Source: an optimization exercise on an open RTL-to-GDS flow (aim: small area and a short achievable clock period). Production flows keep margins and buffers that such runs may drop. Only simulation tests tie the RTL to the original design; equivalence was not proved. No activity file was given, so power comes from the tool's default toggle rates.

==> 08-13 <==
// avst_to_avmm_fifo
module avst_to_avmm_fifo #(
    parameter int DATA_W = 32,
    parameter int DEPTH  = 64,
    parameter int LVL_W  = $clog2(DEPTH) + 1
) (
    input  logic              clock,
    input  logic              reset_n,
    input  logic [DATA_W-1:0] sink_data,
    input  logic              sink_valid,
    output logic              sink_ready,
    input  logic [1:0]        mm_address,
    input  logic              mm_read,
    input  logic              mm_write,
    input  logic [31:0]       mm_writedata,
    output logic [DATA_W-1:0] mm_readdata,
    output logic              mm_waitrequest,
    output logic              irq
);
export LEC_CHECK = 0
export CAP_MARGIN = 20
export CORE_MARGIN = 2
export CORE_UTILIZATION = 55
export CTS_CLUSTER_DIAMETER = 80
export CTS_CLUSTER_SIZE = 30
export PLACE_DENSITY = 0.65
export SETUP_SLACK_MARGIN = 2.7
export SLEW_MARGIN = 20
export SYNTH_HIERARCHICAL = 1
export SYNTH_MINIMUM_KEEP_SIZE = 0
create_clock -name core_clock -period 5.5 [get_ports {clock}]
standard.sh (not shown) runs the stock make flow with config.mk's settings and CLKGATE_MAP_FILE= SYNTH_SCRIPT=/design/flow/synth_recipe.tcl, a recipe that flattens the netlist after the stock synthesis.
==> flow/flow/run.sh <==
#!/bin/bash
# The standard layout, with every port placed in one row on the bottom edge
# (flow/io.tcl), the Avalon-MM ports next to each other in the middle, and the
# port buffers made from plain buffers instead of delay cells.
set -euo pipefail
bash standard.sh IO_CONSTRAINTS="$PWD/flow/io.tcl" \
  BUFFER_PORTS_ARGS="-buffer_cell sky130_fd_sc_hd__buf_4" > standard.log 2>&1
==> flow/flow/io.tcl <==
# Place every port on the bottom edge, in one row, the Avalon-MM and control
# ports in the middle next to each other.
set block [ord::get_db_block]
set die [$block getDieArea]
set dbu [$block getDbUnitsPerMicron]
set x0 [expr {double([$die xMin]) / $dbu}]
set x1 [expr {double([$die xMax]) / $dbu}]
set order {}
for {set i 31} {$i >= 7} {incr i -1} { lappend order "mm_writedata\[$i\]" }
for {set i 0} {$i < 32} {incr i} { lappend order "sink_data\[$i\]" }
lappend order clock reset_n sink_valid sink_ready mm_read {mm_address[0]} {mm_address[1]} mm_write
for {set i 0} {$i < 7} {incr i} { lappend order "mm_writedata\[$i\]" }
lappend order mm_waitrequest irq
for {set i 0} {$i < 32} {incr i} { lappend order "mm_readdata\[$i\]" }
set pitch 1.38
set n [llength $order]
set start [expr {($x0 + $x1) / 2.0 - $pitch * ($n - 1) / 2.0}]
set start [expr {0.23 + 0.46 * round(($start - 0.23) / 0.46)}]
set i 0
foreach p $order {
  place_pin -pin_name $p -layer met2 -location [list [expr {$start + $i * $pitch}] 0] -force_to_die_boundary
  incr i
}
==> 11-16: changes against 08-13 <==
==> flow/design.v (replaced) <==
package avst_fifo_pkg;
    typedef enum logic [1:0] {
        REG_DATA   = 2'd0,
        REG_LEVEL  = 2'd1,
        REG_THRESH = 2'd2,
        REG_CTRL   = 2'd3
    } reg_addr_e;
    localparam int STAT_EMPTY    = 0;
    localparam int STAT_FULL     = 1;
    localparam int STAT_IRQ_PEND = 2;
    localparam int STAT_IRQ_EN   = 3;
    localparam int STATUS_W      = 4;
    localparam int CTRL_FLUSH  = 0;
    localparam int CTRL_IRQ_EN = 1;
endpackage
module sc_fifo_core #(
    parameter int DATA_W = 32,
    parameter int DEPTH  = 64,
    parameter int LVL_W  = $clog2(DEPTH) + 1
) (
    input  logic              clock,
    input  logic              reset_n,
    input  logic              push_i,
    input  logic              pop_i,
    input  logic              flush_i,
    input  logic [DATA_W-1:0] wdata_i,
    output logic [DATA_W-1:0] head_o,
    output logic [LVL_W-1:0]  level_o,
    output logic              empty_o,
    output logic              full_o
);
    localparam int LO = 9;
    localparam int HI = 7;
    localparam int MW = LO * HI;             
    logic [DATA_W-1:0] mem [MW];
    logic [DATA_W-1:0] head_n_q;             
    logic [LO-1:0]     wr_lo_q, rd_lo_q;
    logic [HI-1:0]     wr_hi_q, rd_hi_q;
    logic [HI-1:0]     wr_row_q;             
    logic [HI-1:0]     wr_hi_d;
    logic [LVL_W-1:0]  level_q, level_d;
    logic              empty_q;              
    logic              one_q;                
    logic              more_q;               
    logic              mem_wr;
    logic              mem_rd;
    logic              head_ld;
    logic [DATA_W-1:0] mem_head;
    assign mem_wr  = push_i && !empty_q && !(one_q && pop_i);
    assign mem_rd  = pop_i && more_q;
    assign head_ld = pop_i || empty_q;
    logic [LVL_W-1:0] level_up, level_dn;
    assign level_up = level_q + LVL_W'(1);
    assign level_dn = level_q - LVL_W'(1);
    always_comb begin
        level_d = level_q;
        if (flush_i) begin
            level_d = '0;
        end else begin
            case ({push_i, pop_i})
                2'b10:   level_d = level_up;
                2'b01:   level_d = level_dn;
                default: level_d = level_q;
            endcase
        end
    end
    logic empty_d, one_d, more_d;
    logic two_now;
    logic full_d;
    assign full_d = !flush_i && !pop_i &&
                    (level_q[LVL_W-1] || (push_i && level_q == LVL_W'(DEPTH - 1)));
    assign two_now = (level_q == LVL_W'(2));
    always_comb begin
        empty_d = 1'b1;
        one_d   = 1'b0;
        more_d  = 1'b0;
        if (!flush_i) begin
            case ({push_i, pop_i})
                2'b10: begin
                    empty_d = 1'b0;
                    one_d   = empty_q;
                    more_d  = !empty_q;
                end
                2'b01: begin
                    empty_d = one_q;
                    one_d   = two_now;
                    more_d  = more_q && !two_now;
                end
                default: begin
                    empty_d = empty_q;
                    one_d   = one_q;
                    more_d  = more_q;
                end
            endcase
        end
    end
    always_ff @(posedge clock or negedge reset_n) begin
        if (!reset_n) begin
            level_q <= '0;
            empty_q <= 1'b1;
            one_q   <= 1'b0;
            more_q  <= 1'b0;
            wr_lo_q <= LO'(1);
            wr_hi_q <= HI'(1);
            wr_row_q <= HI'(1);
            rd_lo_q <= LO'(1);
            rd_hi_q <= HI'(1);
        end else begin
            wr_hi_q  <= wr_hi_d;
            wr_row_q <= full_d ? '0 : wr_hi_d;
            level_q <= level_d;
            empty_q <= empty_d;
            one_q   <= one_d;
            more_q  <= more_d;
            if (flush_i) begin
                wr_lo_q <= LO'(1);
                rd_lo_q <= LO'(1);
                rd_hi_q <= HI'(1);
            end else begin
                if (mem_wr) begin
                    wr_lo_q <= {wr_lo_q[LO-2:0], wr_lo_q[LO-1]};
                end
                if (mem_rd) begin
                    rd_lo_q <= {rd_lo_q[LO-2:0], rd_lo_q[LO-1]};
                    if (rd_lo_q[LO-1]) rd_hi_q <= {rd_hi_q[HI-2:0], rd_hi_q[HI-1]};
                end
            end
        end
    end
    always_comb begin
        wr_hi_d = wr_hi_q;
        if (flush_i) begin
            wr_hi_d = HI'(1);
        end else if (mem_wr && wr_lo_q[LO-1]) begin
            wr_hi_d = {wr_hi_q[HI-2:0], wr_hi_q[HI-1]};
        end
    end
    always_comb begin
        mem_head = '0;
        for (int h = 0; h < HI; h++) begin
            for (int l = 0; l < LO; l++) begin
                mem_head = mem_head | ({DATA_W{rd_hi_q[h] & rd_lo_q[l]}} & mem[h*LO+l]);
            end
        end
    end
    genvar gh, gl;
    generate
        for (gh = 0; gh < HI; gh++) begin : g_hi
            for (gl = 0; gl < LO; gl++) begin : g_lo
                always_ff @(posedge clock) begin
                    if (wr_row_q[gh] && wr_lo_q[gl]) begin
                        mem[gh*LO+gl] <= wdata_i;
                    end
                end
            end
        end
    endgenerate
    always_ff @(posedge clock) begin
        if (head_ld) begin
            head_n_q <= ~(more_q ? mem_head : wdata_i);
        end
    end
    assign head_o  = ~head_n_q;
    assign level_o = level_q;
    assign empty_o = empty_q;
    assign full_o  = level_q[LVL_W-1];
endmodule
module avst_to_avmm_fifo #(
    parameter int DATA_W = 32,
    parameter int DEPTH  = 64,
    parameter int LVL_W  = $clog2(DEPTH) + 1
) (
    input  logic              clock,
    input  logic              reset_n,
    input  logic [DATA_W-1:0] sink_data,
    input  logic              sink_valid,
    output logic              sink_ready,
    input  logic [1:0]        mm_address,
    input  logic              mm_read,
    input  logic              mm_write,
    input  logic [31:0]       mm_writedata,
    output logic [DATA_W-1:0] mm_readdata,
    output logic              mm_waitrequest,
    output logic              irq
);
    logic [DATA_W-1:0] head_data;
    logic [LVL_W-1:0]  level;
    logic              empty;
    logic              full;
    logic [LVL_W-1:0]  thresh_q, thresh_d;
    logic              irq_en_q, irq_en_d;
    logic              irq_pend_q, irq_pend_d;
    logic              blocked_q;
    logic              rd_data;
    logic              wr_thresh;
    logic              wr_ctrl;
    logic              flush;
    logic              push;
    logic              pop;
    logic              full_d;
    always_comb begin
        rd_data        = mm_read && (mm_address == avst_fifo_pkg::REG_DATA);
        wr_thresh      = mm_write && (mm_address == avst_fifo_pkg::REG_THRESH);
        wr_ctrl        = mm_write && (mm_address == avst_fifo_pkg::REG_CTRL);
        flush          = wr_ctrl && mm_writedata[avst_fifo_pkg::CTRL_FLUSH];
        sink_ready     = !blocked_q && !flush;
        push           = sink_valid && sink_ready;
        pop            = rd_data && !empty;
        mm_waitrequest = rd_data && empty;
    end
    sc_fifo_core #(
        .DATA_W (DATA_W),
        .DEPTH  (DEPTH),
        .LVL_W  (LVL_W)
    ) u_core (
        .clock   (clock),
        .reset_n (reset_n),
        .push_i  (push),
        .pop_i   (pop),
        .flush_i (flush),
        .wdata_i (sink_data),
        .head_o  (head_data),
        .level_o (level),
        .empty_o (empty),
        .full_o  (full)
    );
    always_comb begin
        thresh_d   = wr_thresh ? mm_writedata[LVL_W-1:0] : thresh_q;
        irq_en_d   = wr_ctrl ? mm_writedata[avst_fifo_pkg::CTRL_IRQ_EN] : irq_en_q;
        irq_pend_d = irq_pend_q;
        if (wr_thresh || flush) begin
            irq_pend_d = 1'b0;
        end else if ((thresh_q != '0) && (level >= thresh_q)) begin
            irq_pend_d = 1'b1;
        end
        full_d = !flush && ((full && !pop) ||
                            (level == LVL_W'(DEPTH - 1) && sink_valid && !blocked_q && !pop));
    end
    always_ff @(posedge clock or negedge reset_n) begin
        if (!reset_n) begin
            thresh_q   <= '0;
            irq_en_q   <= 1'b0;
            irq_pend_q <= 1'b0;
            blocked_q  <= 1'b1;
        end else begin
            thresh_q   <= thresh_d;
            irq_en_q   <= irq_en_d;
            irq_pend_q <= irq_pend_d;
            blocked_q  <= full_d;
        end
    end
    assign irq = irq_en_q && irq_pend_q;
    always_comb begin
        mm_readdata = '0;
        case (mm_address)
            avst_fifo_pkg::REG_DATA:   mm_readdata = head_data;
            avst_fifo_pkg::REG_LEVEL:  mm_readdata[LVL_W-1:0] = level;
            avst_fifo_pkg::REG_THRESH: mm_readdata[LVL_W-1:0] = thresh_q;
            default: begin
                mm_readdata[avst_fifo_pkg::STAT_EMPTY]    = empty;
                mm_readdata[avst_fifo_pkg::STAT_FULL]     = full;
                mm_readdata[avst_fifo_pkg::STAT_IRQ_PEND] = irq_pend_q;
                mm_readdata[avst_fifo_pkg::STAT_IRQ_EN]   = irq_en_q;
            end
        endcase
    end
endmodule
--- a/flow/config.mk
+++ b/flow/config.mk
@@ -8,10 +8,8 @@
 export CAP_MARGIN = 20
 export CORE_MARGIN = 2
 export CORE_UTILIZATION = 55
 export CTS_CLUSTER_DIAMETER = 80
 export CTS_CLUSTER_SIZE = 30
 export PLACE_DENSITY = 0.65
-export SETUP_SLACK_MARGIN = 2.7
+export SETUP_SLACK_MARGIN = 2.6
 export SLEW_MARGIN = 20
-export SYNTH_HIERARCHICAL = 1
-export SYNTH_MINIMUM_KEEP_SIZE = 0
==> notes.md <==
Filler cells: 11-16 10300; 08-13 9544
Combinational share of power: 11-16 29.2%; 08-13 10.3%
Power Density: 11-16 456 mW/mm2; 08-13 370 mW/mm2
NetSw: 11-16 14.0 mW; 08-13 7.72 mW
Post-synthesis cell type count: 11-16 71; 08-13 59
Row cnt: 11-16 138; 08-13 135
Fraction of synthesized cell area in xor and xnor cells: 11-16 0.0673%; 08-13 0.139%
Overall global routing resource usage: 11-16 42.0%; 08-13 28.0%
Outcome: 11-16 timing/DRC/antenna clean; 08-13 timing/DRC/antenna clean
DR WL/cell: 11-16 47.7 um; 08-13 35.0 um
Portion of total power attributed to the clock network: 11-16 21.6%; 08-13 27.6%
Relative max-transition margin: 11-16 13.7%; 08-13 27.8%
Full die area: 11-16 0.145 mm2; 08-13 0.139 mm2

separate check: timing with driven ports:
The results above use ideal ports. As a check the final layouts listed here were re-extracted and re-timed, cells and wires unchanged. Step 1 sets driving cells, clkbuf_16 on the clock port and buf_2 on the other inputs (assumed; they add their load-dependent delay and slew). Step 2, shift: input delay + t, output delay - t, t = (earliest + latest rising clock arrival at the registers) / 2. This alone moves slack from input paths to output paths. Slacks: ideal / step 1 / step 2; pairs: ideal / step 1.
run | t (ns) | setup slack, ns | worst slew at a driven data input, ns | pins driven straight from the clock port
08-13 | 0.804 | 2.541 / 2.403 / 1.973 | 0.33 | 1
11-16 | 0.812 | 2.492 / 2.354 / 1.831 | 0.30 | 1
After both steps every run listed still meets setup and hold. For 11-16, which loses most, drivers alone change the setup slack by -0.138 ns; drivers and shift together by -0.661 ns.
